This is an optimization exercise on Yosys and OpenROAD, whose aim is a short achievable clock period and few clock cycles, not a production implementation. Function was checked by simulation only, so behaviour that the tests miss may differ from the original. No driver is modelled on the clock port, so clocking that relies on it looks cheaper here than on a real chip. No activity file was given, so power comes from the tool's default toggle rates.

$ cat design.v
module processor (
  input  logic        clk,
  input  logic        reset,
  input  logic [31:0] instruction,
  output logic [31:0] addr,
  output logic [31:0] out,
  output logic        sys_dne,
  output logic        rw
);
  localparam logic [5:0] OP_AND = 6'd6;
  localparam logic [5:0] OP_OR  = 6'd7;
  localparam logic [5:0] OP_XOR = 6'd8;
  localparam logic [5:0] OP_NOT = 6'd9;
  localparam logic [5:0] OP_LI  = 6'd10;
  localparam int W = 32;
  localparam logic [1:0] FN_AND = 2'd0;
  localparam logic [1:0] FN_OR  = 2'd1;
  localparam logic [1:0] FN_XOR = 2'd2;
  logic        run_q;      
  logic [31:0] pc_q;       
  logic [31:0] npc_q;      
  logic [5:0]  f_op;
  logic [4:0]  f_rs, f_rt, f_rd;
  logic        f_and, f_or, f_xor, f_not, f_li, f_wr, f_ua, f_ub;
  logic [4:0]  f_dst;
  logic [31:0] f_sel_a, f_sel_b;
  logic        r1_v;
  logic [31:0] r1_sel_a, r1_sel_b;   
  logic        r1_ua, r1_ub;          
  logic        r1_not, r1_li;
  logic [15:0] r1_imm;
  logic [4:0]  r1_dst;
  logic        r1_wr;
  logic        r1_fa1, r1_fb1;        
  logic        r1_fa2, r1_fb2;        
  logic [1:0]  r1_fn;
  logic        r2_v;
  logic [4:0]  r2_dst;
  logic        r2_wr;
  logic        r2_fa2, r2_fb2;
  logic [W-1:0] r2_a0, r2_a1, r2_b0, r2_b1;    
  logic        r2_ma, r2_mb;          
  logic [W-1:0] r2_bk;                
  logic [3:0]  r2_t0, r2_t1;          
  assign f_op  = instruction[31:26];
  assign f_rs  = instruction[25:21];
  assign f_rt  = instruction[20:16];
  assign f_rd  = instruction[15:11];
  assign f_and = (f_op == OP_AND);
  assign f_or  = (f_op == OP_OR);
  assign f_xor = (f_op == OP_XOR);
  assign f_not = (f_op == OP_NOT);
  assign f_li  = (f_op == OP_LI);
  assign f_wr  = f_and | f_or | f_xor | f_not | f_li;
  assign f_ua  = f_and | f_or | f_xor | f_not;    
  assign f_ub  = f_and | f_or | f_xor;            
  assign f_dst = f_not ? f_rt : (f_li ? f_rs : f_rd);
  always_comb begin
    for (int j = 0; j < 32; j++) begin
      f_sel_a[j] = (f_rs == 5'(j));
      f_sel_b[j] = (f_rt == 5'(j));
    end
  end
  logic [W-1:0] rf [32];
  logic [W-1:0] rd_a0, rd_a1, rd_b0, rd_b1, bk;
  logic        hold1, fa, fb;
  logic [1:0]  fn;
  logic [3:0]  t0, t1;
  always_comb begin
    rd_a0 = '0;
    rd_a1 = '0;
    rd_b0 = '0;
    rd_b1 = '0;
    for (int j = 0; j < 16; j++) begin
      rd_a0 = rd_a0 | ({W{r1_sel_a[j]}} & rf[j]);
      rd_a1 = rd_a1 | ({W{r1_sel_a[j + 16]}} & rf[j + 16]);
      rd_b0 = rd_b0 | ({W{r1_sel_b[j]}} & rf[j]);
      rd_b1 = rd_b1 | ({W{r1_sel_b[j + 16]}} & rf[j + 16]);
    end
  end
  assign bk = r1_not ? '1 : (r1_li ? {16'h0000, r1_imm} : '0);
  assign hold1 = !(r1_v && r1_wr);
  assign fa    = hold1 | r1_fa1;
  assign fb    = hold1 | r1_fb1;
  assign fn    = hold1 ? FN_OR : r1_fn;
  logic [3:0] ka, kb, ka0, kb0, ka1, kb1;
  assign ka  = 4'b1100;
  assign kb  = 4'b1010;
  assign ka0 = fa ? 4'b0000 : ka;
  assign kb0 = fb ? 4'b0000 : kb;
  assign ka1 = fa ? 4'b1111 : ka;
  assign kb1 = fb ? 4'b1111 : kb;
  always_comb begin
    case (fn)
      FN_AND:  begin t0 = ka0 & kb0; t1 = ka1 & kb1; end
      FN_OR:   begin t0 = ka0 | kb0; t1 = ka1 | kb1; end
      default: begin t0 = ka0 ^ kb0; t1 = ka1 ^ kb1; end
    endcase
  end
  logic [W-1:0] resn_q;    
  logic [W-1:0] op_a, op_b, p0, p1;
  assign op_a = r2_fa2 ? ~resn_q : ({W{r2_ma}} & (r2_a0 | r2_a1));
  assign op_b = r2_fb2 ? ~resn_q : (r2_mb ? (r2_b0 | r2_b1) : r2_bk);
  always_comb begin
    for (int i = 0; i < W; i++) begin
      p0[i] = r2_v & r2_t0[{op_a[i], op_b[i]}];
      p1[i] = !r2_v | r2_t1[{op_a[i], op_b[i]}];
    end
  end
  logic        e_v;
  logic        e_clr;      
  logic [31:0] e_we;
  logic [W-1:0] e_p0, e_p1;
  logic [31:0] out_q;      
  logic        dne_q;
  logic [W-1:0] x_r;
  assign x_r = {W{!e_clr}} & ((resn_q & e_p0) | (~resn_q & e_p1));
  logic [31:0] x_out;
  assign x_out = {32{!e_clr}} & ((~out_q & e_p0) | (out_q & e_p1));
  always_ff @(posedge clk or negedge reset) begin
    if (!reset) begin
      run_q  <= 1'b0;
      r1_v   <= 1'b0;
      r2_v   <= 1'b0;
      e_v    <= 1'b0;
      e_clr  <= 1'b1;
      dne_q  <= 1'b0;
    end else begin
      run_q  <= 1'b1;
      r1_v   <= run_q;
      r2_v   <= r1_v;
      e_v    <= r2_v;
      e_clr  <= 1'b0;
      dne_q  <= e_v;
    end
  end
  always_ff @(posedge clk) begin
    pc_q   <= run_q ? npc_q : 32'd0;
    npc_q  <= run_q ? npc_q + 32'd1 : 32'd1;
    for (int j = 0; j < 32; j++) e_we[j] <= r2_v & r2_wr & (r2_dst == 5'(j));
    e_p0   <= p0;
    e_p1   <= p1;
    out_q  <= x_out;
    resn_q <= ~x_r;
  end
  always_ff @(posedge clk) begin
    r1_sel_a <= f_sel_a;
    r1_sel_b <= f_sel_b;
    r1_ua    <= f_ua;
    r1_ub    <= f_ub;
    r1_not   <= f_not;
    r1_li    <= f_li;
    r1_imm   <= instruction[15:0];
    r1_dst   <= f_dst;
    r1_wr    <= f_wr;
    r1_fa1   <= f_ua & r1_v & r1_wr & (r1_dst == f_rs);
    r1_fb1   <= f_ub & r1_v & r1_wr & (r1_dst == f_rt);
    r1_fa2   <= f_ua & r2_v & r2_wr & (r2_dst == f_rs);
    r1_fb2   <= f_ub & r2_v & r2_wr & (r2_dst == f_rt);
    r1_fn    <= f_and ? FN_AND : ((f_or | f_li) ? FN_OR : FN_XOR);
    r2_dst   <= r1_dst;
    r2_wr    <= r1_wr;
    r2_fa2   <= r1_fa2;
    r2_fb2   <= r1_fb2;
    r2_a0    <= rd_a0;
    r2_a1    <= rd_a1;
    r2_b0    <= rd_b0;
    r2_b1    <= rd_b1;
    r2_ma    <= !hold1 & r1_ua & !r1_fa1;
    r2_mb    <= !hold1 & r1_ub & !r1_fb1;
    r2_bk    <= bk;
    r2_t0    <= t0;
    r2_t1    <= t1;
    for (int j = 0; j < 32; j++)
      if (e_we[j]) rf[j] <= x_r;
  end
  assign addr    = pc_q;
  assign out     = out_q;
  assign sys_dne = dne_q;
  assign rw      = 1'b0;
endmodule
$ cat flow/run.sh
#!/bin/bash
set -euo pipefail
cd "$(dirname "$0")/.."
P=${FLOW_PLATFORM:-sky130hd}
R=orfs/results/$P/processor/base
PD=$FLOW_HOME/platforms/$P
LIB=$PD/lib/sky130_fd_sc_hd__tt_025C_1v80.lib
bash standard.sh place > flow_place.log 2>&1
best=""
bestlat=99
for combo in 25:100 22:100 25:150 28:100 28:150 30:100 30:150 32:120; do
  s=${combo%:*}; d=${combo#*:}
  rm -f $R/4_1_cts.odb $R/4_cts.odb $R/4_cts.sdc
  if ! bash standard.sh CTS_CLUSTER_SIZE=$s CTS_CLUSTER_DIAMETER=$d cts > flow_cts_${s}_${d}.log 2>&1; then
    continue
  fi
  m=$(ROOT_MEASURE=1 ROOT_LIB=$LIB PLATFORM_DIR=$PD ROOT_DB=$R/4_cts.odb ROOT_SDC=$R/4_cts.sdc CLK_PORT=clk \
      openroad -no_init -exit flow/root.tcl 2>&1 | tee flow_measure_${s}_${d}.log | grep '^MEASURE' || true)
  echo "$s $d $m" >> flow_cts_choice.log
  read -r _ fan lat slew <<< "$m" || continue
  [[ -z "${slew:-}" ]] && continue
  ok=$(awk -v f="$fan" -v l="$lat" -v sl="$slew" -v b="$bestlat" 'BEGIN{print (f>=1 && f<=16 && sl<0.110 && l<b) ? 1 : 0}')
  if [[ "$ok" == 1 ]]; then
    bestlat=$lat; best=$combo
    mkdir -p flow_best; cp $R/4_1_cts.odb $R/4_cts.odb $R/4_cts.sdc flow_best/
    cp orfs/logs/$P/processor/base/4_1_cts.log flow_best/ 2>/dev/null || true
  fi
done
echo "chosen: ${best:-none} latency $bestlat" >> flow_cts_choice.log
if [[ -n "$best" ]]; then
  cp flow_best/4_1_cts.odb flow_best/4_cts.odb flow_best/4_cts.sdc $R/
  cp flow_best/4_1_cts.log orfs/logs/$P/processor/base/4_1_cts.log 2>/dev/null || true
  ROOT_LIB=$LIB ROOT_DB=$R/4_cts.odb CLK_PORT=clk openroad -no_init -exit flow/root.tcl > flow_root.log 2>&1
  touch $R/4_cts.sdc
else
  rm -f $R/4_1_cts.odb $R/4_cts.odb $R/4_cts.sdc
  bash standard.sh CTS_CLUSTER_SIZE=25 CTS_CLUSTER_DIAMETER=100 cts > flow_cts_fallback.log 2>&1
fi
bash standard.sh > flow_finish.log 2>&1
$ cat flow/root.tcl
set db_file $::env(ROOT_DB)
if {[info exists ::env(ROOT_LIB)]} { read_liberty $::env(ROOT_LIB) }
read_db $db_file
set block [ord::get_db_block]
set clk [$block findNet $::env(CLK_PORT)]
set loads [$clk getITerms]
if {[llength $loads] != 1} {
  puts "ROOT: clock net has [llength $loads] cell loads; left as it is"
  exit 0
}
set root_it [lindex $loads 0]
set root [$root_it getInst]
proc out_net {inst} {
  foreach it [$inst getITerms] { if {[$it isOutputSignal]} { return [$it getNet] } }
  return ""
}
proc in_iterm {inst} {
  foreach it [$inst getITerms] { if {[$it isInputSignal]} { return $it } }
  return ""
}
set onet [out_net $root]
if {$onet eq ""} { puts "ROOT: no output net"; exit 0 }
set mids {}
foreach it [$onet getITerms] {
  if {[$it getInst] ne $root} { lappend mids [$it getInst] }
}
set n [llength $mids]
if {$n > 16 || [llength [$onet getBTerms]] > 0} {
  puts "ROOT: root [$root getName] drives $n pins; left as it is"
  if {[info exists ::env(ROOT_MEASURE)]} { puts "MEASURE 99 99 99" }
  exit 0
}
foreach m $mids {
  if {![string match "*buf_*" [[$m getMaster] getName]] || [out_net $m] eq ""} {
    puts "ROOT: root drives a non-buffer [$m getName]; left as it is"
    exit 0
  }
}
proc loc {inst} {
  set b [$inst getBBox]
  return [list [expr {([$b xMin] + [$b xMax]) / 2.0}] [expr {([$b yMin] + [$b yMax]) / 2.0}]]
}
proc dist {a b} {
  lassign [loc $a] ax ay
  lassign [loc $b] bx by
  return [expr {abs($ax - $bx) + abs($ay - $by)}]
}
set groups {}
foreach m $mids { lappend groups [list $m] }
while {[llength $groups] > 4} {
  set best -1
  set bi 0
  set bj 1
  for {set i 0} {$i < [llength $groups]} {incr i} {
    for {set j [expr {$i + 1}]} {$j < [llength $groups]} {incr j} {
      set gi [lindex $groups $i]
      set gj [lindex $groups $j]
      # distance between group centroids
      set sx 0; set sy 0
      foreach m $gi { lassign [loc $m] x y; set sx [expr {$sx + $x}]; set sy [expr {$sy + $y}] }
      set cix [expr {$sx / [llength $gi]}]; set ciy [expr {$sy / [llength $gi]}]
      set sx 0; set sy 0
      foreach m $gj { lassign [loc $m] x y; set sx [expr {$sx + $x}]; set sy [expr {$sy + $y}] }
      set cjx [expr {$sx / [llength $gj]}]; set cjy [expr {$sy / [llength $gj]}]
      set d [expr {abs($cix - $cjx) + abs($ciy - $cjy)}]
      if {$best < 0 || $d < $best} { set best $d; set bi $i; set bj $j }
    }
  }
  set merged [concat [lindex $groups $bi] [lindex $groups $bj]]
  set groups [lreplace $groups $bj $bj]
  set groups [lreplace $groups $bi $bi $merged]
}
puts "ROOT: removing [$root getName] ([[$root getMaster] getName]); $n buffers below it, in [llength $groups] groups"
set keep {}
foreach g $groups {
  set k [lindex $g 0]
  set knet [out_net $k]
  foreach m [lrange $g 1 end] {
    set mnet [out_net $m]
    foreach it [$mnet getITerms] {
      if {[$it getInst] ne $m} { $it disconnect; $it connect $knet }
    }
    foreach it [$m getITerms] { $it disconnect }
    odb::dbInst_destroy $m
    odb::dbNet_destroy $mnet
  }
  if {[llength $g] > 1} {
    # move k to the centroid of its loads
    set sx 0; set sy 0; set c 0
    foreach it [$knet getITerms] {
      if {[$it getInst] eq $k} { continue }
      lassign [loc [$it getInst]] x y
      set sx [expr {$sx + $x}]; set sy [expr {$sy + $y}]; incr c
    }
    if {$c > 0} {
      set b [$k getBBox]
      set w [expr {[$b xMax] - [$b xMin]}]
      set h [expr {[$b yMax] - [$b yMin]}]
      $k setLocation [expr {int($sx / $c - $w / 2)}] [expr {int($sy / $c - $h / 2)}]
      $k setPlacementStatus PLACED
    }
  }
  lappend keep $k
}
foreach k $keep {
  set it [in_iterm $k]
  $it disconnect
  $it connect $clk
}
foreach it [$root getITerms] { $it disconnect }
odb::dbInst_destroy $root
odb::dbNet_destroy $onet
if {$n > 4} {
  detailed_placement
  check_placement
}
if {[info exists ::env(ROOT_MEASURE)]} {
  # Report instead of saving: "MEASURE <buffers below the root> <max clock
  # latency> <max flip-flop clock slew>" with placement parasitics.
  read_sdc $::env(ROOT_SDC)
  source $::env(PLATFORM_DIR)/setRC.tcl
  set_propagated_clock [all_clocks]
  estimate_parasitics -placement
  set lat 0
  set slew 0
  foreach pin [all_registers -clock_pins -edge_triggered] {
    foreach e {rise fall} {
      set v [get_property $pin slew_max_$e]
      if {$v > $slew} { set slew $v }
    }
    set a [get_property $pin arrival_max_rise]
    if {$a > $lat} { set lat $a }
  }
  puts "MEASURE $n $lat $slew"
  exit 0
}
write_db $db_file
$ cat standard.sh
#!/bin/bash
# synth_recipe.tcl (not shown) runs the flow's synth.tcl, then flattens the netlist and writes it again
# the make line also repeats each setting of config.mk as NAME=value (left out here)
make -C /OpenROAD-flow-scripts/flow DESIGN_CONFIG=/design/flow/config.mk WORK_HOME=/design/flow/orfs CLKGATE_MAP_FILE= SYNTH_SCRIPT=/design/flow/synth_recipe.tcl "${@:-finish}"
$ cat config.mk
export PLATFORM = sky130hd
export DESIGN_NAME = processor
export DESIGN_NICKNAME = processor
export VERILOG_FILES = /design/flow/design.v
export SDC_FILE = /design/flow/constraint.sdc
export NUM_CORES = 4
export LEC_CHECK = 0
export CAP_MARGIN = 20
export CORE_MARGIN = 2
export CORE_UTILIZATION = 65
export SETUP_SLACK_MARGIN = 4.0
export SLEW_MARGIN = 20
$ cat constraint.sdc
create_clock -name core_clock -period 6.0 [get_ports {clk}]
set_input_delay 1.2000 -clock core_clock [delete_from_list [all_inputs] [get_ports {clk}]]
set_output_delay 1.2000 -clock core_clock [all_outputs]
set_load 0.01 [all_outputs]
==> results of run 1 <==
worst paths after layout:
kind / endpoint / cells after the start / slack (ns)
max: out[26] / 1 / 3.76
min in group asynchronous: r2_v$_DFF_PN0_ / 1 / 0.90
max reg2reg: r2_a1[26]$_DFF_P_ / 4 / 3.86
max in group asynchronous: e_clr$_DFF_PN1_ / 1 / 4.84
min: r2_fb2$_DFF_P_ / 0 / 0.33
min reg2reg: r2_fb2$_DFF_P_ / 0 / 0.33
routing by layer:
metal	wire length, um	vias up
li1	-	16072
met1	69920	20264
met2	87670	4321
met3	36620	1027
met4	12760	6
met5	71	-
stage by stage:
step                      area (um2)  utilization
after floorplan                57860            -
after global placement         59990       0.6798
after detailed placement       59990       0.6798
after CTS                      62510       0.7085
after global routing           63360       0.7181
final                          63380       0.7182
cell usage after synthesis (all sizes together), types with 8 or more instances:
cell,instances,area share
a21o,20,0.0026
a21oi,66,0.0057
a221oi,512,0.078
a22o,512,0.078
and2,57,0.0062
buf,33,0.0036
clkbuf,246,0.016
dfxtp,482,0.17
edfxtp,1024,0.53
inv,43,0.0028
mux2,33,0.0064
mux2i,156,0.027
nand2,75,0.0049
nand2b,9,0.00097
nand3,19,0.0019
nand4,139,0.015
nor2,177,0.012
nor2b,9,0.00097
nor3,8,0.00078
nor3b,36,0.0049
o21ai,11,0.00095
o21bai,16,0.0031
o22ai,63,0.010
or2,35,0.0038
xnor2,29,0.0044
xor2,10,0.0015
power by group:
part / total (mW) / internal, mW / switching, mW
sequential: 11.3 / 11.1 / 0.169
combinational: 0.593 / 0.212 / 0.381
clock: 5.32 / 2.20 / 3.12
total: 17.2 / 13.5 / 3.67
cells by family after synthesis:
family / count (synthesis)
XOR/XNOR: 39
AO/OA/AOI/OAI: 1213
other: 2
AND/OR/NAND/NOR: 597
buffers and inverters: 322
flip-flops: 1512
adder cells (fa/ha/maj): 3
multiplexers: 191
layout make-up:
cell class	count	area, um2
Antenna cell	6	15.01
Clock buffer	120	1939
Clock inverter	4	48.80
Fill cell	5736	24860
Inverter	43	284.0
Multi-Input combinational cell	2046	16130
Sequential cell	1512	40700
Tap cell	1165	1458
Timing Repair Buffer	277	2559
Timing Repair inverter	32	240.2
repair_timing:
action / in CTS / in global routing
gates resized for setup: 459 / 55
setup endpoints to repair: 1224 / 896
cloned: 29 / 3
buffers inserted: 56 / 20
pin swaps: 2 / 4
==> impl_metrics.json, run 1 <==
{
  "status": "timing/DRC/antenna clean",
  "cap_violations": 0,
  "hold_buffers": 0,
  "maxSlewViolCount": 0,
  "die_x_um": 302.3,
  "final_layout_size_suffix_gt1_frac": 0.1579,
  "dr_total_vias": 41690,
  "htree_levels": 3,
  "timing.final.ws_setup_ns": 3.757,
  "grt_pass1_wl_mm": 284.7,
  "drtPass1Iterations": 9,
  "grt_overflow_total": 0,
  "tightest_slew_ns": 1.257,
  "worstSkewPairLatency_ns": 0.54,
  "arrival_ns": 1.04,
  "rsz0062_at_grt": "true",
  "max_stage_delay_ns": 0.40,
  "use_met3": 0.1765,
  "synth-compound-area-share": 0.1795,
  "start_util": 0.6553,
  "p_leak_nw": 21.17,
  "syn_area_per_cell_um2": 14.91,
  "synth-seq-area-share": 0.7013,
  "fmax_ghz": 0.4459,
  "vdd_drop_max_mv": 0.3240,
  "final_common_cell": "edfxtp_1",
  "drcViolationCount": 0,
  "grt_max_degree": 65,
  "path_buf_inv": 1,
  "layout_min_cycle_time_ns": 2.243,
  "num_rows": 109,
  "coreArea_mm2": 0.08824,
  "tns_ns": 0,
  "drt-total-wl_mm": 207.0,
  "gp_congestion": 0.9664,
  "cp_slowest_cell": "dfxtp_4",
  "synth_xor_area_frac": 0.005908,
  "ant_nets": 0,
  "setup_viol": 0,
  "clockRootBuffer": "clkbuf_16",
  "largest_reg_flops": 1024,
  "numPortBuffers": 98,
  "async_flop_share": 0.003968,
  "grt_antenna_before_repair": 8,
  "synth.cell_area_mm2": 0.05782,
  "hold_viol_final": 0,
  "critPathTopFamily": "flip-flops",
  "vias_per_cell": 8.010,
  "wire_per_inst_um": 39.78,
  "synth_fa_ha_area_frac": 0.0006492,
  "globalRouteMet2Util": 0.6458,
  "pin_count": 100,
  "die_y_um": 302.3,
  "critPathLaunch": "out_q[26]$_DFF_P_",
  "fin_nets": 4014,
  "totalPowerFinal_mw": 17.19,
  "cts_buffers": 70,
  "relSlewSlack": 0.1606,
  "synth-main-ff-cell": "edfxtp_1",
  "required_ns": 4.80,
  "period_share": 0.3738,
  "min_from": "r1_fb2$_DFF_P_",
  "worstSetupPathType": "register to output pin",
  "gr-usage-met1": 0.5830,
  "final-instance-count-excl-fill": 5205,
  "final_cell_mix": "1024 x edfxtp_1, 512 x a22o_1, 512 x a221oi_1, 384 x dfxtp_1, 173 x nor2_1",
  "cp_cell_sequence": "buf_6",
  "grtUsageTotal": 0.4437,
  "drt-initial-drc-count": 8615,
  "hpwl_mm": 108.2,
  "timing.rr.start": "r1_sel_a[22]$_DFF_P_",
  "crit_fanout": 2,
  "cts_tree": "built",
  "synth_warnings": 2,
  "crit_path_end_kind": "output pin",
  "fin_skew_ns": 0.03692,
  "areaGrowthSynthToFinish_pct": 9.612,
  "clkTransAtPathRegs_ns": 0.10,
  "die_area_mm2": 0.09136,
  "synth_cells": 3879,
  "grt.busiest_layer": "met2",
  "p_per_area_mw_per_mm2": 271.2,
  "ys_ff_latch": 1512,
  "synth_top_family_by_area": "compound AO/OA/AOI/OAI gates",
  "grt_pass1_vias": 39726,
  "whs_ns": 0.3310,
  "dp_slack_ns": 3.133,
  "hold_path_class": "register to register",
  "muxShareOfSynthArea": 0.03421,
  "placed_cells": 4967,
  "synth-simple-area-share": 0.05590,
  "top_register": "rf",
  "setup.worst_path.start_class": "register",
  "clockBufferDepth": 3,
  "synth_edf_count": 1024,
  "cts.sinks": 1512,
  "synth.distinct_cells": 65
}
Testbench counts, summed over its fixed seeds: cycles 16,288.
==> run 2, diff against run 1 <==
--- a/design.v
+++ b/design.v
@@ -12,7 +12,7 @@
   localparam logic [5:0] OP_XOR = 6'd8;
   localparam logic [5:0] OP_NOT = 6'd9;
   localparam logic [5:0] OP_LI  = 6'd10;
-  localparam int W = 32;
+  localparam int W = 17;
   localparam logic [1:0] FN_AND = 2'd0;
   localparam logic [1:0] FN_OR  = 2'd1;
   localparam logic [1:0] FN_XOR = 2'd2;
@@ -78,7 +78,7 @@
       rd_b1 = rd_b1 | ({W{r1_sel_b[j + 16]}} & rf[j + 16]);
     end
   end
-  assign bk = r1_not ? '1 : (r1_li ? {16'h0000, r1_imm} : '0);
+  assign bk = r1_not ? '1 : (r1_li ? {1'b0, r1_imm} : '0);
   assign hold1 = !(r1_v && r1_wr);
   assign fa    = hold1 | r1_fa1;
   assign fb    = hold1 | r1_fb1;
@@ -115,8 +115,10 @@
   logic        dne_q;
   logic [W-1:0] x_r;
   assign x_r = {W{!e_clr}} & ((resn_q & e_p0) | (~resn_q & e_p1));
-  logic [31:0] x_out;
-  assign x_out = {32{!e_clr}} & ((~out_q & e_p0) | (out_q & e_p1));
+  logic [31:0] x_out, o_p0, o_p1;
+  assign o_p0  = {{16{e_p0[16]}}, e_p0[15:0]};
+  assign o_p1  = {{16{e_p1[16]}}, e_p1[15:0]};
+  assign x_out = {32{!e_clr}} & ((~out_q & o_p0) | (out_q & o_p1));
   always_ff @(posedge clk or negedge reset) begin
     if (!reset) begin
       run_q  <= 1'b0;
==> impl_metrics.json, run 2 <==
{
  "status": "timing/DRC/antenna clean",
  "die_area_mm2": 0.05539,
  "syn_area_per_cell_um2": 14.01,
  "ys_ff_latch": 927,
  "grt_pass1_wl_mm": 159.1,
  "synth-compound-area-share": 0.1752,
  "reg2reg_depth": 5,
  "hpwl_mm": 62.41,
  "synthTopCellsByCount": "544 x edfxtp_1, 377 x dfxtp_1, 276 x a22o_1, 272 x a221oi_1, 191 x clkbuf_1",
  "hold_path_class": "register to register",
  "cts_tree": "built",
  "coreArea_mm2": 0.05276,
  "gp_congestion": 0.9154,
  "largest_reg_flops": 544,
  "arrival_ns": 2.48,
  "layout_min_cycle_time_ns": 2.141,
  "htree_levels": 2,
  "maxSlewViolCount": 0,
  "async_flop_share": 0.006472,
  "wire_per_inst_um": 35.11,
  "areaGrowthSynthToFinish_pct": 9.936,
  "tns_ns": 0,
  "synth_xor_area_frac": 0.007804,
  "grt_max_degree": 35,
  "drt-total-wl_mm": 114.2,
  "drcViolationCount": 0,
  "vdd_drop_max_mv": 0.3691,
  "cts.sinks": 927,
  "critPathTopFamily": "simple AND/OR/NAND/NOR gates",
  "cap_violations": 0,
  "cp_cell_sequence": "buf_8 > or4b_4 > a211o_4 > buf_6 > nor4_4",
  "totalPowerFinal_mw": 10.40,
  "ant_nets": 0,
  "grt_pass1_vias": 23649,
  "cts_buffers": 39,
  "synth.cell_area_mm2": 0.03479,
  "dr_total_vias": 24960,
  "top_register": "rf",
  "placed_cells": 3110,
  "synth.distinct_cells": 59,
  "muxShareOfSynthArea": 0.02747,
  "synth_top_family_by_area": "compound AO/OA/AOI/OAI gates",
  "whs_ns": 0.3353,
  "hold_buffers": 0,
  "grt_overflow_total": 0,
  "die_x_um": 235.4,
  "synth_edf_count": 544,
  "hold_viol_final": 0,
  "grt_antenna_before_repair": 2,
  "drt-initial-drc-count": 4343,
  "grtUsageTotal": 0.3969,
  "die_y_um": 235.4,
  "timing.final.ws_setup_ns": 3.859,
  "clkTransAtPathRegs_ns": 0.11,
  "min_path_cells": 0,
  "synth_cells": 2483,
  "final_util": 0.7250,
  "dp_slack_ns": 2.978,
  "synth-simple-area-share": 0.07171,
  "worstSetupPathType": "input pin to register",
  "synth_fa_ha_area_frac": 0.001079,
  "start_util": 0.6595,
  "pin_count": 100,
  "critPathLaunch": "instruction[27]",
  "clockBufferDepth": 3,
  "cp_num_cells": 5,
  "p_per_area_mw_per_mm2": 272.0,
  "final_layout_size_suffix_gt1_frac": 0.1587,
  "synth.area.top_cells": "edfxtp_1 47%, dfxtp_1 22%, a22o_1 6.9%, a221oi_1 6.8%, mux2i_1 2.4%",
  "crit_path_end_kind": "register",
  "tightest_slew_ns": 1.370,
  "synth-seq-area-share": 0.6908,
  "cp_slowest_cell": "or4b_4",
  "relSlewSlack": 0.08556,
  "p_leak_nw": 13.03,
  "rsz0062_at_grt": "true",
  "final_common_cell": "edfxtp_1",
  "final_area_mm2": 0.03825,
  "fin_skew_ns": 0.03012,
  "fmax_ghz": 0.4671,
  "setup_viol": 0,
  "synth-main-ff-cell": "edfxtp_1",
  "min_from": "r1_fb2$_DFF_P_",
  "max_stage_delay_ns": 0.53,
  "final_cell_mix": "544 x edfxtp_1, 304 x dfxtp_1, 276 x a22o_1, 272 x a221oi_1, 177 x nor2_1",
  "num_rows": 84,
  "timing.rr.start": "r2_mb$_DFF_P_",
  "vias_per_cell": 7.671,
  "final-instance-count-excl-fill": 3254,
  "numPortBuffers": 98,
  "path_buf_inv": 2,
  "netlist.area_leader.share": 0.4695,
  "drtPass1Iterations": 7,
  "yosys.area.top_type": "edfxtp_1",
  "fin_nets": 2575,
  "crit_fanout": 3,
  "synth_warnings": 2,
  "required_ns": 6.34,
  "setup.worst_path.start_class": "input pin",
  "clockRootBuffer": "clkbuf_16",
  "period_share": 0.3568,
  "place_area_mm2": 0.03621,
  "worstSkewPairLatency_ns": 0.42,
  "synth.most_common_cell": "edfxtp_1"
}
## run 2: kinds of logic (layout without fill, tap and decap cells)
family / count (synthesis) / after routing
DFF: 927 / 927
and+or+nand+nor: 463 / 463
muxes: 92 / 92
other: 2 / 4
xor gates and xnor gates: 31 / 31
AOI/OAI and AO/OA: 732 / 732
buffers and inverters: 233 / 314
adders and majority gates: 3 / 3
## run 2: worst paths after layout
check	endpoint	slack [ns]
max	r1_fb1$_DFF_P_	3.86
min	r2_fb2$_DFF_P_	0.34
max reg2reg	e_p1[12]$_DFF_P_	4.00
min reg2reg	r2_fb2$_DFF_P_	0.34
max in group asynchronous	e_clr$_DFF_PN1_	4.73
min in group asynchronous	run_q$_DFF_PN0_	1.01
## run 2: metal layers
layer,share of wire,GRT usage,vias up,wire [um]
met2,0.43,0.5953,2341,49330
met5,0.00027,0.004329,-,31
met4,0.061,0.1824,2,6966
met3,0.16,0.1469,549,18350
met1,0.35,0.5179,12075,39560
li1,-,-,9993,-
## run 2: timing repair
action / 4_1_cts / 5_1_grt
pin swaps: 5 / 5
cloned: 11 / 7
setup buffers: 43 / 14
endpoints found under the setup margin: 666 / 413
gates resized for setup: 401 / 57
## run 2: layout make-up
| cell class | count | area [um2] |
|---|---|---|
| Timing Repair Buffer | 198 | 1790 |
| Tap cell | 688 | 860.8 |
| Inverter | 31 | 188.9 |
| Clock buffer | 66 | 1099 |
| Sequential cell | 927 | 24130 |
| Multi-Input combinational cell | 1324 | 10010 |
| Timing Repair inverter | 18 | 130.1 |
| Antenna cell | 1 | 2.502 |
| Fill cell | 3409 | 14510 |
| Clock inverter | 1 | 30.03 |
## run 2: power breakdown
group | internal, mW | switching (mW) | total, mW | leakage (nW)
Sequential | 6.76 | 0.142 | 6.90 | 8.21
Clock | 1.28 | 1.87 | 3.15 | 0.535
Combinational | 0.150 | 0.208 | 0.359 | 4.28
Total | 8.18 | 2.22 | 10.4 | 13.0
Testbench counts of run 2, summed over its fixed seeds: cycles 16,288.
==> run 3, diff against run 2 <==
--- a/design.v
+++ b/design.v
@@ -80,8 +80,8 @@
   end
   assign bk = r1_not ? '1 : (r1_li ? {1'b0, r1_imm} : '0);
   assign hold1 = !(r1_v && r1_wr);
-  assign fa    = hold1 | r1_fa1;
-  assign fb    = hold1 | r1_fb1;
+  assign fa    = hold1 | (r1_fa1 & r1_ua);
+  assign fb    = hold1 | (r1_fb1 & r1_ub);
   assign fn    = hold1 ? FN_OR : r1_fn;
   logic [3:0] ka, kb, ka0, kb0, ka1, kb1;
   assign ka  = 4'b1100;
@@ -155,15 +155,15 @@
     r1_imm   <= instruction[15:0];
     r1_dst   <= f_dst;
     r1_wr    <= f_wr;
-    r1_fa1   <= f_ua & r1_v & r1_wr & (r1_dst == f_rs);
-    r1_fb1   <= f_ub & r1_v & r1_wr & (r1_dst == f_rt);
-    r1_fa2   <= f_ua & r2_v & r2_wr & (r2_dst == f_rs);
-    r1_fb2   <= f_ub & r2_v & r2_wr & (r2_dst == f_rt);
+    r1_fa1   <= r1_v & r1_wr & (r1_dst == f_rs);
+    r1_fb1   <= r1_v & r1_wr & (r1_dst == f_rt);
+    r1_fa2   <= r2_v & r2_wr & (r2_dst == f_rs);
+    r1_fb2   <= r2_v & r2_wr & (r2_dst == f_rt);
     r1_fn    <= f_and ? FN_AND : ((f_or | f_li) ? FN_OR : FN_XOR);
     r2_dst   <= r1_dst;
     r2_wr    <= r1_wr;
-    r2_fa2   <= r1_fa2;
-    r2_fb2   <= r1_fb2;
+    r2_fa2   <= r1_fa2 & r1_ua;
+    r2_fb2   <= r1_fb2 & r1_ub;
     r2_a0    <= rd_a0;
     r2_a1    <= rd_a1;
     r2_b0    <= rd_b0;
==> impl_metrics.json, run 3 <==
{
  "top_register": "rf",
  "muxShareOfSynthArea": 0.03259,
  "hold_viol_final": 0,
  "max_stage_delay_ns": 0.37,
  "hpwl_mm": 62.80,
  "synth.distinct_cells": 50,
  "pin_count": 100,
  "p_per_area_mw_per_mm2": 270.1,
  "num_rows": 84,
  "synth-seq-area-share": 0.6925,
  "fin_nets": 2618,
  "htree_levels": 2,
  "synth.cell_area_mm2": 0.03471,
  "tns_ns": 0,
  "vdd_drop_max_mv": 0.3016,
  "die_area_mm2": 0.05526,
  "synth.area.top_cells": "edfxtp_1 47%, dfxtp_1 22%, a221oi_1 6.9%, a22o_1 6.9%, mux2i_1 2.5%",
  "syn_area_per_cell_um2": 13.99,
  "ys_ff_latch": 927,
  "crit_path_end_kind": "output pin",
  "final_cell_mix": "544 x edfxtp_1, 318 x dfxtp_1, 273 x a221oi_1, 272 x a22o_1, 180 x nor2_1",
  "final_util": 0.7339,
  "cap_violations": 0,
  "die_y_um": 235.1,
  "dp_slack_ns": 3.287,
  "setup.worst_path.start_class": "register",
  "clockBufferDepth": 3,
  "place_area_mm2": 0.03632,
  "grt_overflow_total": 0,
  "fin_skew_ns": 0.04565,
  "start_util": 0.6591,
  "coreArea_mm2": 0.05266,
  "numPortBuffers": 98,
  "vias_per_cell": 7.662,
  "yosys.area.top_type": "edfxtp_1",
  "grt_pass1_vias": 23890,
  "dr_total_vias": 25285,
  "final-instance-count-excl-fill": 3300,
  "layout_min_cycle_time_ns": 2.121,
  "clkTransAtPathRegs_ns": 0.11,
  "async_flop_share": 0.006472,
  "totalPowerFinal_mw": 10.44,
  "cp_cell_sequence": "buf_2",
  "rsz0062_at_grt": "true",
  "setup_viol": 0,
  "synth_xor_area_frac": 0.007066,
  "p_leak_nw": 13.40,
  "timing.final.ws_setup_ns": 3.879,
  "synth_fa_ha_area_frac": 0.001082,
  "netlist.area_leader.share": 0.4707,
  "ant_nets": 0,
  "areaGrowthSynthToFinish_pct": 11.34,
  "final_layout_size_suffix_gt1_frac": 0.1644,
  "placed_cells": 3137,
  "worstSkewPairLatency_ns": 0.44,
  "status": "timing/DRC/antenna clean",
  "largest_reg_flops": 544,
  "synth.most_common_cell": "edfxtp_1",
  "tightest_slew_ns": 1.431,
  "grt_max_degree": 50,
  "relSlewSlack": 0.04457,
  "cts.sinks": 927,
  "required_ns": 4.80,
  "grtUsageTotal": 0.4088,
  "synth_edf_count": 544,
  "synth-simple-area-share": 0.06850,
  "synth_warnings": 2,
  "synth-main-ff-cell": "edfxtp_1",
  "cp_num_cells": 1,
  "final_area_mm2": 0.03864,
  "drcViolationCount": 0,
  "cts_buffers": 39,
  "period_share": 0.3535,
  "synth_cells": 2481,
  "grt_antenna_before_repair": 8,
  "synth_top_family_by_area": "compound AO/OA/AOI/OAI gates",
  "fillers": 3413,
  "die_x_um": 235.1,
  "crit_fanout": 1,
  "maxSlewViolCount": 0,
  "drt-total-wl_mm": 116.5,
  "fmax_ghz": 0.4714,
  "reg2reg_depth": 3,
  "cp_slowest_cell": "dfrtp_1",
  "hold_path_class": "register to register",
  "critPathTopFamily": "flip-flops",
  "path_buf_inv": 1,
  "synthTopCellsByCount": "544 x edfxtp_1, 377 x dfxtp_1, 273 x a221oi_1, 272 x a22o_1, 185 x clkbuf_1",
  "drtPass1Iterations": 9,
  "clockRootBuffer": "clkbuf_16",
  "wire_per_inst_um": 35.32,
  "whs_ns": 0.3632,
  "worstSetupPathType": "register to output pin",
  "grt_pass1_wl_mm": 163.0,
  "cts_tree": "built",
  "final_common_cell": "edfxtp_1",
  "min_path_cells": 0,
  "gp_congestion": 0.9520,
  "arrival_ns": 0.92,
  "drt-initial-drc-count": 5025,
  "synth-compound-area-share": 0.1716
}
run 3: cell count changes after synthesis, moves of 7 or more:
cell,previous run,this run
nor3_1,11,25
mux2_2,8,20
or4_1,8,1
inv_1,29,36
run 3: cells by family (layout without fill, tap and decap cells):
| family | after synthesis | after routing |
|---|---|---|
| adders and majority gates | 3 | 3 |
| xor gates and xnor gates | 28 | 28 |
| and+or+nand+nor | 464 | 464 |
| other | 2 | 5 |
| DFF | 927 | 927 |
| AOI/OAI and AO/OA | 711 | 711 |
| muxes | 108 | 108 |
| buffers and inverters | 238 | 366 |
run 3: worst reg2reg max path: cells and delay by family (launching register included):
kind             cells  cell delay [ns]
AND/OR/NAND/NOR      1             0.38
AO/OA/AOI/OAI        2             0.72
flip-flops           1             0.78
run 3: path summary, 6_finish.rpt:
check                      slack [ns]           endpoint            startpoint
setup / recovery                 3.88            sys_dne       dne_q$_DFF_PN0_
hold / removal                   0.36    dne_q$_DFF_PN0_         e_v$_DFF_PN0_
setup reg to reg                 3.88  r2_b0[15]$_DFF_P_  r1_sel_b[14]$_DFF_P_
hold reg to reg                  0.36    dne_q$_DFF_PN0_         e_v$_DFF_PN0_
max in group asynchronous        4.74    e_clr$_DFF_PN1_                 reset
min in group asynchronous        1.00    run_q$_DFF_PN0_                 reset
run 3: routing by layer:
metal,vias to the layer above,part of all wire,track usage
met3,678,0.16,0.1557
met4,10,0.075,0.2338
met5,-,0.0014,0.02424
met1,12118,0.34,0.5269
li1,10064,-,-
met2,2415,0.42,0.5930
run 3: power by group:
| group | internal (mW) | switching (mW) | total (mW) |
|---|---|---|---|
| registers | 6.75 | 0.125 | 6.88 |
| logic | 0.157 | 0.244 | 0.401 |
| clock network | 1.26 | 1.90 | 3.16 |
run 3: final cells by class:
type                    count  area [um2]  share of cell area
diodes                      2       5.005           0.0001295
clock buffers              66        1077             0.02788
clock inverters             3       55.05            0.001425
inverters                  38       207.7            0.005375
multi-input cells        1317        9872              0.2555
flip-flops and latches    927       24120              0.6241
well taps                 688       860.8             0.02228
repair buffers            242        2321             0.06006
repair inverters           17       127.6            0.003303
run 3: repair_timing:
item,CTS,global route
endpoints found under the hold margin,0,0
setup buffers,36,37
resized for setup,397,46
pin swaps,1,4
hold buffers,0,0
endpoints found under the setup margin,654,488
gates cloned,17,0
Testbench counts of run 3, summed over its fixed seeds: cycles 16,288.
==> run 4, diff against run 3 <==
--- a/design.v
+++ b/design.v
@@ -38,7 +38,7 @@
   logic [4:0]  r2_dst;
   logic        r2_wr;
   logic        r2_fa2, r2_fb2;
-  logic [W-1:0] r2_a0, r2_a1, r2_b0, r2_b1;    
+  logic [3:0][W-1:0] r2_a, r2_b;      
   logic        r2_ma, r2_mb;          
   logic [W-1:0] r2_bk;                
   logic [3:0]  r2_t0, r2_t1;          
@@ -62,20 +62,19 @@
     end
   end
   logic [W-1:0] rf [32];
-  logic [W-1:0] rd_a0, rd_a1, rd_b0, rd_b1, bk;
+  logic [3:0][W-1:0] rd_a, rd_b;
+  logic [W-1:0] bk;
   logic        hold1, fa, fb;
   logic [1:0]  fn;
   logic [3:0]  t0, t1;
   always_comb begin
-    rd_a0 = '0;
-    rd_a1 = '0;
-    rd_b0 = '0;
-    rd_b1 = '0;
-    for (int j = 0; j < 16; j++) begin
-      rd_a0 = rd_a0 | ({W{r1_sel_a[j]}} & rf[j]);
-      rd_a1 = rd_a1 | ({W{r1_sel_a[j + 16]}} & rf[j + 16]);
-      rd_b0 = rd_b0 | ({W{r1_sel_b[j]}} & rf[j]);
-      rd_b1 = rd_b1 | ({W{r1_sel_b[j + 16]}} & rf[j + 16]);
+    rd_a = '0;
+    rd_b = '0;
+    for (int q = 0; q < 4; q++) begin
+      for (int j = 8 * q; j < 8 * q + 8; j++) begin
+        rd_a[q] = rd_a[q] | ({W{r1_sel_a[j]}} & rf[j]);
+        rd_b[q] = rd_b[q] | ({W{r1_sel_b[j]}} & rf[j]);
+      end
     end
   end
   assign bk = r1_not ? '1 : (r1_li ? {1'b0, r1_imm} : '0);
@@ -99,8 +98,10 @@
   end
   logic [W-1:0] resn_q;    
   logic [W-1:0] op_a, op_b, p0, p1;
-  assign op_a = r2_fa2 ? ~resn_q : ({W{r2_ma}} & (r2_a0 | r2_a1));
-  assign op_b = r2_fb2 ? ~resn_q : (r2_mb ? (r2_b0 | r2_b1) : r2_bk);
+  assign op_a = r2_fa2 ? ~resn_q
+                       : ({W{r2_ma}} & (r2_a[0] | r2_a[1] | r2_a[2] | r2_a[3]));
+  assign op_b = r2_fb2 ? ~resn_q
+                       : (r2_mb ? (r2_b[0] | r2_b[1] | r2_b[2] | r2_b[3]) : r2_bk);
   always_comb begin
     for (int i = 0; i < W; i++) begin
       p0[i] = r2_v & r2_t0[{op_a[i], op_b[i]}];
@@ -164,10 +165,8 @@
     r2_wr    <= r1_wr;
     r2_fa2   <= r1_fa2 & r1_ua;
     r2_fb2   <= r1_fb2 & r1_ub;
-    r2_a0    <= rd_a0;
-    r2_a1    <= rd_a1;
-    r2_b0    <= rd_b0;
-    r2_b1    <= rd_b1;
+    r2_a     <= rd_a;
+    r2_b     <= rd_b;
     r2_ma    <= !hold1 & r1_ua & !r1_fa1;
     r2_mb    <= !hold1 & r1_ub & !r1_fb1;
     r2_bk    <= bk;
==> impl_metrics.json, run 4 <==
{
  "clockBufferDepth": 3,
  "tightest_slew_ns": 1.165,
  "vdd_drop_max_mv": 0.3325,
  "fin_nets": 2695,
  "wl_met3_mm": 15.37,
  "final-instance-count-excl-fill": 3445,
  "critPathTopFamily": "flip-flops",
  "fillers": 3698,
  "max_stage_delay_ns": 0.37,
  "hold_buffers": 0,
  "p_per_area_mw_per_mm2": 280.8,
  "clkTransAtPathRegs_ns": 0.09,
  "cts_buffers": 45,
  "arrival_ns": 0.92,
  "drtPass1Iterations": 6,
  "synth_edf_count": 544,
  "final_layout_size_suffix_gt1_frac": 0.1274,
  "largest_reg_flops": 544,
  "async_flop_share": 0.006030,
  "cts.sinks": 995,
  "synth-compound-area-share": 0.1339,
  "setup_viol": 0,
  "grt_pass1_wl_mm": 155.8,
  "setup.worst_path.start_class": "register",
  "muxShareOfSynthArea": 0.03799,
  "start_util": 0.6570,
  "crit_path_end_kind": "output pin",
  "synth_fa_ha_area_frac": 0.001037,
  "synthTopCellsByCount": "544 x a22oi_1, 544 x edfxtp_1, 445 x dfxtp_1, 178 x clkbuf_1, 150 x nor2_1",
  "final_cell_mix": "544 x a22oi_1, 544 x edfxtp_1, 403 x dfxtp_1, 148 x nor2_1, 143 x nand4_1",
  "drcViolationCount": 0,
  "top_register": "rf",
  "rsz0062_at_grt": "true",
  "grt_overflow_total": 0,
  "drt-initial-drc-count": 3829,
  "relSlewSlack": 0.2222,
  "num_rows": 86,
  "totalPowerFinal_mw": 11.13,
  "numPortBuffers": 98,
  "synth.cell_area_mm2": 0.03620,
  "period_share": 0.3541,
  "cp_num_cells": 1,
  "path_buf_inv": 1,
  "cts_tree": "built",
  "crit_fanout": 1,
  "areaGrowthSynthToFinish_pct": 9.544,
  "hold_path_class": "register to register",
  "p_leak_nw": 13.32,
  "cap_violations": 0,
  "synth_warnings": 2,
  "ant_nets": 0,
  "ys_ff_latch": 995,
  "wl_met2_mm": 49.07,
  "vias_per_cell": 7.053,
  "synth-seq-area-share": 0.7016,
  "die_x_um": 240.0,
  "worstSkewPairLatency_ns": 0.44,
  "cp_cell_sequence": "buf_2",
  "synth.distinct_cells": 59,
  "cp_slowest_cell": "dfrtp_1",
  "netlist.area_leader.share": 0.4513,
  "top_regs": "rf: 544 flops, r2_a: 68 flops, r2_b: 68 flops",
  "grt_max_degree": 64,
  "tns_ns": 0,
  "fin_skew_ns": 0.01903,
  "maxSlewViolCount": 0,
  "layout_min_cycle_time_ns": 2.124,
  "placed_cells": 3285,
  "seq_area_mm2": 0.02545,
  "dr_total_vias": 24298,
  "timing.rr.end": "rf[18][16]$_DFFE_PP_",
  "status": "timing/DRC/antenna clean",
  "grtUsageTotal": 0.3794,
  "grt_pass1_vias": 22708,
  "coreArea_mm2": 0.05509,
  "required_ns": 4.80,
  "gp_congestion": 0.9603,
  "synth_xor_area_frac": 0.01113,
  "grt_antenna_before_repair": 13,
  "hpwl_mm": 65.05,
  "die_y_um": 240.0,
  "htree_levels": 2,
  "multi_input_area_mm2": 0.01003,
  "synth_top_family_by_area": "compound AO/OA/AOI/OAI gates",
  "pin_count": 100,
  "drt-total-wl_mm": 110.5,
  "wire_per_inst_um": 32.09,
  "clockRootBuffer": "clkbuf_16",
  "hold_viol_final": 0,
  "top_layer": "met5",
  "crit_end": "sys_dne",
  "wl_met1_mm": 39.39,
  "synth-simple-area-share": 0.08960,
  "critPathLaunch": "dne_q$_DFF_PN0_",
  "worstSetupPathType": "register to output pin",
  "syn_area_per_cell_um2": 13.77,
  "reg2reg_depth": 2,
  "fmax_ghz": 0.4707,
  "timing.rr.start": "e_clr$_DFF_PN1_",
  "die_area_mm2": 0.05759,
  "yosys.area.top_type": "edfxtp_1",
  "synth.area.top_cells": "edfxtp_1 45%, dfxtp_1 25%, a22oi_1 11%, mux2i_1 3.2%, nand4_1 2.5%",
  "synth_cells": 2629,
  "synth-main-ff-cell": "edfxtp_1",
  "rrSetupSlack_ns": 3.97
}
## run 4: cell count changes in the layout (fill, tap and decap cells not counted), moves of 17 or more
cell,change
nor2_1,-32
nand4_1,+67
mux2i_1,+30
a221oi_1,-272
a211oi_1,-31
nor4_2,+17
a22oi_1,+544
a21oi_1,-23
dfxtp_1,+85
a22o_1,-269
buf_4,-79
nand2_1,+41
and2_1,+47
## run 4: worst min path at each step
stage	start	endpoint	slack (ns)	cells past startpoint
after floorplan	r1_not$_DFF_P_	r2_bk[16]$_SDFF_PP1_	0.33	0
after global placement	e_v$_DFF_PN0_	dne_q$_DFF_PN0_	0.34	0
after detailed placement	e_v$_DFF_PN0_	dne_q$_DFF_PN0_	0.34	0
after CTS	e_v$_DFF_PN0_	dne_q$_DFF_PN0_	0.37	0
after global routing	e_v$_DFF_PN0_	dne_q$_DFF_PN0_	0.38	0
final	e_v$_DFF_PN0_	dne_q$_DFF_PN0_	0.36	0
## run 4: layout make-up
type                       count  area share
timing repair buffer         161     0.04109
antenna                        4   0.0002524
inverter                      30    0.004449
sequential                   995      0.6420
clock inverter                 2   0.0003787
multi-input combinational   1410      0.2531
clock buffer                  79     0.03216
timing repair inverter        16    0.003029
tap                          748     0.02360
## run 4: power breakdown
| group | internal [mW] | switching [mW] | total [mW] |
|---|---|---|---|
| logic | 0.125 | 0.187 | 0.313 |
| clock network | 1.46 | 2.00 | 3.46 |
| registers | 7.19 | 0.169 | 7.36 |
| total | 8.78 | 2.35 | 11.1 |
## run 4: stage by stage
stage / hold WS, ns / worst slack, ns / utilization / cell area (um2)
2_1_floorplan: 0.3290 / 3.939 / - / 36240
3_3_place_gp: 0.3369 / 3.233 / 0.6791 / 37410
3_5_place_dp: 0.3379 / 3.193 / 0.6791 / 37410
4_1_cts: 0.3653 / 3.636 / 0.7082 / 39020
5_1_grt: 0.3776 / 3.838 / 0.7196 / 39640
6_report: 0.3569 / 3.876 / 0.7197 / 39650
## run 4: per-layer routing
metal  track usage  vias up
met2        0.5788     1885
met3        0.1031      337
met5             0        -
li1              -    10183
met4        0.1797       18
met1        0.5093    11875
## run 4: cells by family after synthesis
family / Yosys count
DFF: 995
AOI/OAI and AO/OA: 637
and+or+nand+nor: 586
buffers and inverters: 225
muxes: 135
xor gates and xnor gates: 46
adders and majority gates: 3
other: 2
## run 4: what timing repair did
| item | 4_1_cts | 5_1_grt |
|---|---|---|
| gates resized for setup | 371 | 39 |
| gates cloned | 16 | 0 |
| buffers inserted | 35 | 24 |
| setup endpoints to repair | 650 | 414 |
| pin swaps | 2 | 3 |
Testbench counts of run 4, summed over its fixed seeds: cycles 16,288.
==> run 5, diff against run 4 <==
--- a/config.mk
+++ b/config.mk
@@ -7,6 +7,6 @@
 export LEC_CHECK = 0
 export CAP_MARGIN = 20
 export CORE_MARGIN = 2
-export CORE_UTILIZATION = 65
+export CORE_UTILIZATION = 55
 export SETUP_SLACK_MARGIN = 4.0
 export SLEW_MARGIN = 20
==> impl_metrics.json, run 5 <==
{
  "hold_path_class": "register to register",
  "status": "timing/DRC/antenna clean",
  "tightest_slew_ns": 1.212,
  "drt-total-wl_mm": 116.1,
  "ys_ff_latch": 995,
  "wire_per_inst_um": 32.26,
  "placed_cells": 3427,
  "final_cell_mix": "544 x a22oi_1, 544 x edfxtp_1, 397 x dfxtp_1, 148 x nor2_1, 143 x nand4_1",
  "path_buf_inv": 1,
  "drt-initial-drc-count": 4025,
  "clockRootBuffer": "clkbuf_16",
  "crit_fanout": 1,
  "dr_total_vias": 24304,
  "multi_input_area_mm2": 0.01004,
  "grt_pass1_wl_mm": 161.7,
  "hold_viol_final": 0,
  "timing.rr.start": "r2_b[8]$_DFF_P_",
  "die_area_mm2": 0.06788,
  "grt_antenna_before_repair": 13,
  "cts_buffers": 45,
  "rsz0062_at_grt": "true",
  "max_stage_delay_ns": 0.38,
  "synth-seq-area-share": 0.7016,
  "largest_reg_flops": 544,
  "top_register": "rf",
  "pin_count": 100,
  "drcViolationCount": 0,
  "synth_cells": 2629,
  "p_per_area_mw_per_mm2": 276.5,
  "die_y_um": 260.5,
  "hold_buffers": 0,
  "areaGrowthSynthToFinish_pct": 11.07,
  "synth_edf_count": 544,
  "synth.cell_area_mm2": 0.03620,
  "syn_area_per_cell_um2": 13.77,
  "reg2reg_depth": 5,
  "p_switching_mw": 2.364,
  "holdPathEnd": "dne_q$_DFF_PN0_",
  "rrSetupSlack_ns": 4.03,
  "min_from": "e_v$_DFF_PN0_",
  "coreArea_mm2": 0.06551,
  "relSlewSlack": 0.1910,
  "timing.rr.end": "e_p1[8]$_DFF_P_",
  "start_util": 0.5525,
  "async_flop_share": 0.006030,
  "fin_skew_ns": 0.02392,
  "top_regs": "rf: 544 flops, r2_a: 68 flops, r2_b: 68 flops",
  "seq_area_mm2": 0.02546,
  "final_layout_size_suffix_gt1_frac": 0.1402,
  "p_leak_nw": 13.58,
  "maxSlewViolCount": 0,
  "cp_cell_sequence": "buf_2",
  "switching_share": 0.2127,
  "grt_pass1_vias": 22571,
  "drtPass1Iterations": 7,
  "synth_warnings": 2,
  "yosys.area.top_type": "edfxtp_1",
  "grt_max_degree": 50,
  "p_clk_frac": 0.309,
  "dp_slack_ns": 3.262,
  "cts_tree": "built",
  "crit_path_end_kind": "output pin",
  "ant_nets": 0,
  "cap_violations": 0,
  "grtUsageTotal": 0.3345,
  "synth-main-ff-cell": "edfxtp_1",
  "grt_overflow_total": 0,
  "worstSkewPairLatency_ns": 0.44,
  "synth.distinct_cells": 59,
  "setup_viol": 0,
  "clkTransAtPathRegs_ns": 0.10,
  "numPortBuffers": 98,
  "fillers": 4981,
  "htree_levels": 2,
  "intPower_mw": 8.750,
  "arrival_ns": 0.93,
  "cp_slowest_cell": "dfrtp_1",
  "worstSetupPathType": "register to output pin",
  "final-instance-count-excl-fill": 3598,
  "hpwl_mm": 68.60,
  "fin_nets": 2732,
  "layout_min_cycle_time_ns": 2.127,
  "gp_congestion": 0.9020,
  "power_frac_seq": 0.662,
  "fmax_ghz": 0.4702,
  "cts.sinks": 995,
  "clockBufferDepth": 3,
  "period_share": 0.3544,
  "tns_ns": 0,
  "synthTopCellsByCount": "544 x a22oi_1, 544 x edfxtp_1, 445 x dfxtp_1, 178 x clkbuf_1, 150 x nor2_1",
  "critPathTopFamily": "flip-flops",
  "min_path_cells": 0,
  "synth.area.top_cells": "edfxtp_1 45%, dfxtp_1 25%, a22oi_1 11%, mux2i_1 3.2%, nand4_1 2.5%",
  "vias_per_cell": 6.755,
  "timing.final.ws_setup_ns": 3.873,
  "setup.worst_path.start_class": "register",
  "die_x_um": 260.5,
  "num_rows": 94,
  "combPwrFrac": 0.029,
  "required_ns": 4.80,
  "vdd_drop_max_mv": 0.2907,
  "netlist.area_leader.share": 0.4513
}
==> run 5: logic make-up after synthesis <==
logic type / share of synthesized area
xor gates and xnor gates: 0.01113
muxes: 0.03799
adders and majority gates: 0.001037
other: 0.0002075
and+or+nand+nor: 0.08960
DFF: 0.7016
buffers and inverters: 0.02447
AOI/OAI and AO/OA: 0.1339
==> run 5: routing by layer <==
layer  GRT usage  up-vias  part of all wire  wire [um]
met5           0        -           0.00045         52
met4      0.1522        8             0.050       5747
met3     0.07343      283              0.12      14370
met2      0.5080     1711              0.45      51740
met1      0.4634    12044              0.38      44140
li1            -    10258                 -          -
==> run 5: timing repair <==
action,CTS,global route
hold endpoints to repair,0,0
setup endpoints to repair,512,363
cloned,11,0
resized for setup,370,47
pin swaps,3,3
buffers inserted,57,18
==> run 5: power groups by stage <==
stage,clock [mW],combinational (mW),sequential [mW]
6_report,3.43,0.318,7.36
5_1_grt,3.70,0.337,7.36
4_1_cts,3.30,0.305,7.35
3_5_place_dp,0,0.302,7.50
3_3_place_gp,0,0.297,7.50
2_1_floorplan,0,0.212,7.37
==> run 5: worst max-delay path by stage <==
stage | startpoint | slack (ns) | depth (start not counted) | to
after floorplan | instruction[28] | 3.94 | 4 | r1_dst[4]$_DFF_P_
after global placement | instruction[19] | 3.28 | 5 | r1_fb2$_DFF_P_
after detailed placement | instruction[27] | 3.26 | 5 | r1_dst[2]$_DFF_P_
after CTS | dne_q$_DFF_PN0_ | 3.63 | 1 | sys_dne
after global routing | dne_q$_DFF_PN0_ | 3.84 | 1 | sys_dne
final | dne_q$_DFF_PN0_ | 3.87 | 1 | sys_dne
==> run 5: final cells by class <==
cell class / instances / area share
clock inverters: 3 / 0.0005602
inverters: 30 / 0.004201
well taps: 864 / 0.02689
flip-flops and latches: 995 / 0.6332
multi-input cells: 1410 / 0.2498
diodes: 3 / 0.0001867
repair inverters: 11 / 0.002054
clock buffers: 79 / 0.03090
repair buffers: 203 / 0.05228
==> run 5: stage by stage <==
stage | hold WS, ns | util | total power, mW | instance area (um2)
3_3_place_gp | 0.3372 | 0.5757 | 7.801 | 37710
3_5_place_dp | 0.3458 | 0.5776 | 7.806 | 37840
6_report | 0.3655 | 0.6137 | 11.11 | 40200
4_1_cts | 0.3739 | 0.6036 | 10.95 | 39540
2_1_floorplan | 0.3290 | - | 7.587 | 36240
5_1_grt | 0.3925 | 0.6137 | 11.40 | 40200
==> run 6, diff against run 5 <==
--- a/flow/run.sh
+++ b/flow/run.sh
@@ -19,7 +19,7 @@
   echo "$s $d $m" >> flow_cts_choice.log
   read -r _ fan lat slew <<< "$m" || continue
   [[ -z "${slew:-}" ]] && continue
-  ok=$(awk -v f="$fan" -v l="$lat" -v sl="$slew" -v b="$bestlat" 'BEGIN{print (f>=1 && f<=16 && sl<0.110 && l<b) ? 1 : 0}')
+  ok=$(awk -v f="$fan" -v l="$lat" -v sl="$slew" -v b="$bestlat" 'BEGIN{print (f>=1 && f<=16 && sl<0.114 && l<b) ? 1 : 0}')
   if [[ "$ok" == 1 ]]; then
     bestlat=$lat; best=$combo
     mkdir -p flow_best; cp $R/4_1_cts.odb $R/4_cts.odb $R/4_cts.sdc flow_best/
--- a/config.mk
+++ b/config.mk
@@ -7,6 +7,6 @@
 export LEC_CHECK = 0
 export CAP_MARGIN = 20
 export CORE_MARGIN = 2
-export CORE_UTILIZATION = 55
+export CORE_UTILIZATION = 65
 export SETUP_SLACK_MARGIN = 4.0
 export SLEW_MARGIN = 20
==> impl_metrics.json, run 6 <==
{
  "vias_per_cell": 7.077,
  "placed_cells": 3285,
  "yosys.area.top_type": "edfxtp_1",
  "top_regs": "rf: 544 flops, r2_a: 68 flops, r2_b: 68 flops",
  "synth-seq-area-share": 0.7016,
  "tightest_slew_ns": 1.186,
  "grt_pass1_vias": 22815,
  "rrSetupSlack_ns": 3.86,
  "dr_total_vias": 24396,
  "netlist.area_leader.share": 0.4513,
  "period_share": 0.3573,
  "layout_min_cycle_time_ns": 2.144,
  "intPower_mw": 8.619,
  "ant_nets": 0,
  "totalPowerFinal_mw": 10.93,
  "fin_nets": 2699,
  "die_y_um": 240.0,
  "synth_warnings": 2,
  "place_area_mm2": 0.03741,
  "htree_levels": 2,
  "wire_per_inst_um": 32.14,
  "final-instance-count-excl-fill": 3447,
  "clkTransAtPathRegs_ns": 0.11,
  "p_switching_mw": 2.310,
  "drtPass1Iterations": 8,
  "tns_ns": 0,
  "switching_share": 0.2114,
  "worstSetupPathType": "register to register",
  "vdd_drop_max_mv": 0.3205,
  "hold_path_class": "register to register",
  "hold_viol_final": 0,
  "required_ns": 6.37,
  "synth.area.top_cells": "edfxtp_1 45%, dfxtp_1 25%, a22oi_1 11%, mux2i_1 3.2%, nand4_1 2.5%",
  "die_area_mm2": 0.05759,
  "fillers": 3725,
  "crit_path_end_kind": "register",
  "synth_edf_count": 544,
  "critPathLaunch": "r2_a[14]$_DFF_P_",
  "final_cell_mix": "544 x a22oi_1, 544 x edfxtp_1, 404 x dfxtp_1, 148 x nor2_1, 143 x nand4_1",
  "grt_overflow_total": 0,
  "hpwl_mm": 65.05,
  "rsz0062_at_grt": "true",
  "top_register": "rf",
  "ys_ff_latch": 995,
  "final_area_mm2": 0.03956,
  "synth_cells": 2629,
  "timing.rr.start": "r2_a[14]$_DFF_P_",
  "drt-total-wl_mm": 110.8,
  "start_util": 0.6570,
  "crit_end": "e_p1[14]$_DFF_P_",
  "async_flop_share": 0.006030,
  "cap_violations": 0,
  "crit_fanout": 4,
  "synth.distinct_cells": 59,
  "grt_antenna_before_repair": 16,
  "gp_congestion": 0.9603,
  "maxSlewViolCount": 0,
  "cts.sinks": 995,
  "hold_buffers": 0,
  "synth-main-ff-cell": "edfxtp_1",
  "final_layout_size_suffix_gt1_frac": 0.1273,
  "fin_skew_ns": 0.01982,
  "power_frac_seq": 0.674,
  "max_stage_delay_ns": 0.81,
  "die_x_um": 240.0,
  "grtUsageTotal": 0.3804,
  "reg2reg_depth": 5,
  "grt_max_degree": 64,
  "status": "timing/DRC/antenna clean",
  "arrival_ns": 2.52,
  "synthTopCellsByCount": "544 x a22oi_1, 544 x edfxtp_1, 445 x dfxtp_1, 178 x clkbuf_1, 150 x nor2_1",
  "grt_pass1_wl_mm": 156.2,
  "relSlewSlack": 0.2082,
  "cts_buffers": 41,
  "setup.worst_path.start_class": "register",
  "combPwrFrac": 0.029,
  "cp_cell_sequence": "nor4_1 > o22ai_1 > mux2i_1 > mux2_2 > nand2_1",
  "final_util": 0.7181,
  "p_clk_frac": 0.298,
  "coreArea_mm2": 0.05509,
  "cts_tree": "built",
  "setup_viol": 0,
  "synth.cell_area_mm2": 0.03620,
  "clockRootBuffer": "clkbuf_16",
  "drt-initial-drc-count": 4009,
  "pin_count": 100,
  "numPortBuffers": 98,
  "drcViolationCount": 0,
  "timing.rr.end": "e_p1[14]$_DFF_P_",
  "p_leak_nw": 13.29,
  "num_rows": 86,
  "fmax_ghz": 0.4664,
  "worstSkewPairLatency_ns": 0.42,
  "syn_area_per_cell_um2": 13.77,
  "clockBufferDepth": 3,
  "cp_slowest_cell": "nor4_1",
  "largest_reg_flops": 544,
  "areaGrowthSynthToFinish_pct": 9.299,
  "p_per_area_mw_per_mm2": 276.2
}
-- run 6: cell counts after synthesis --
Identical to the previous run, type by type.
-- run 6: worst min-delay path by stage --
stage / start / to / slack [ns] / cells after the start
detailed placement: e_v$_DFF_PN0_ / dne_q$_DFF_PN0_ / 0.34 / 0
floorplan: r1_not$_DFF_P_ / r2_bk[16]$_SDFF_PP1_ / 0.33 / 0
global placement: e_v$_DFF_PN0_ / dne_q$_DFF_PN0_ / 0.34 / 0
CTS: e_v$_DFF_PN0_ / dne_q$_DFF_PN0_ / 0.37 / 0
global route: e_v$_DFF_PN0_ / dne_q$_DFF_PN0_ / 0.38 / 0
finish: e_v$_DFF_PN0_ / dne_q$_DFF_PN0_ / 0.36 / 0
-- run 6: layer usage --
metal / share of wire / vias up / GRT usage / wire length [um]
met5: 0.00063 / - / 0 / 70
met4: 0.062 / 12 / 0.1935 / 6819
met3: 0.14 / 313 / 0.1017 / 15390
met2: 0.44 / 1905 / 0.5761 / 48940
met1: 0.36 / 11990 / 0.5101 / 39580
li1: - / 10176 / - / -
-- run 6: cell type report --
class,count,area (um2),share of cell area
timing repair inverter,16,120.1,0.003036
antenna,5,12.51,0.0003163
inverter,30,176.4,0.004459
clock inverter,3,33.78,0.0008539
sequential,995,25450,0.6433
clock buffer,71,1117,0.02824
timing repair buffer,169,1689,0.04270
multi-input combinational,1410,10030,0.2534
tap,748,935.9,0.02366
-- run 6: kinds of logic (layout without fill, tap and decap cells) --
group / after synthesis / in the layout / share of synthesized area
and+or+nand+nor: 586 / 586 / 0.08960
buffers and inverters: 225 / 289 / 0.02447
DFF: 995 / 995 / 0.7016
adders and majority gates: 3 / 3 / 0.001037
muxes: 135 / 135 / 0.03799
AOI/OAI and AO/OA: 637 / 637 / 0.1339
other: 2 / 8 / 0.0002075
xor gates and xnor gates: 46 / 46 / 0.01113
-- run 6: stage by stage --
| step | hold WS [ns] | setup WS [ns] |
|---|---|---|
| after global routing | 0.3792 | 3.853 |
| after global placement | 0.3369 | 3.233 |
| after floorplan | 0.3290 | 3.939 |
| after CTS | 0.3653 | 3.636 |
| final | 0.3598 | 3.856 |
| after detailed placement | 0.3379 | 3.193 |
-- run 6: repair_timing --
action | 4_1_cts | 5_1_grt
buffers inserted | 41 | 26
hold endpoints to repair | 0 | 0
resized for setup | 368 | 40
cloned | 16 | 0
setup endpoints to repair | 654 | 427
pin swaps | 2 | 3
-- run 6: power by group through the flow --
stage                     clock network (mW)  logic, mW  registers (mW)
after global placement                     0      0.282            7.51
after CTS                               3.21      0.296            7.35
final                                   3.25      0.314            7.36
after global routing                    3.49      0.328            7.36
after floorplan                            0      0.212            7.37
after detailed placement                   0      0.289            7.51
-- run 6: critical path: cells and delay by family (launching register included) --
kind / cells / cell delay (ns)
muxes: 2 / 0.50
and+or+nand+nor: 2 / 0.87
AOI/OAI and AO/OA: 1 / 0.33
DFF: 1 / 0.39

[afterwards: timing with drivers on the ports]
In the flow no input, the clock included, has a driving cell. The finished layouts below were timed again as built, in two steps. Step 1: set_driving_cell puts a clkbuf_16 on clk and a buf_2 on each other input, an assumption about the parent block. Step 2 adds t to the input delays and takes it off the output delays; t is the mean of the earliest and latest rising clock arrival at the registers after step 1. Input paths then give back, and output paths get back, about the clock's delay inside the block. a / b / c = no drivers / after step 1 / after step 2; a / b = the first two.
run | t, ns | setup WS [ns] | latest minus earliest clock arrival (ns) | worst register clock-pin slew, ns | cell pins on the clock port's net
run 1 | 0.688 | 3.757 / 3.596 / 3.443 | 0.045 / 0.044 | 0.11 / 0.11 | 4
run 2 | 0.544 | 3.859 / 3.736 / 3.402 | 0.036 / 0.037 | 0.11 / 0.11 | 4
run 3 | 0.552 | 3.879 / 3.747 / 3.509 | 0.048 / 0.048 | 0.11 / 0.11 | 4
run 4 | 0.557 | 3.876 / 3.749 / 3.651 | 0.023 / 0.023 | 0.10 / 0.10 | 4
run 5 | 0.553 | 3.873 / 3.745 / 3.601 | 0.026 / 0.027 | 0.11 / 0.11 | 4
run 6 | 0.539 | 3.856 / 3.760 / 3.651 | 0.022 / 0.022 | 0.11 / 0.11 | 4
After both steps setup and hold are still met in every run listed. The setup slack of run 2, which loses most, moves by -0.123 ns with the drivers and by -0.457 ns with both steps.
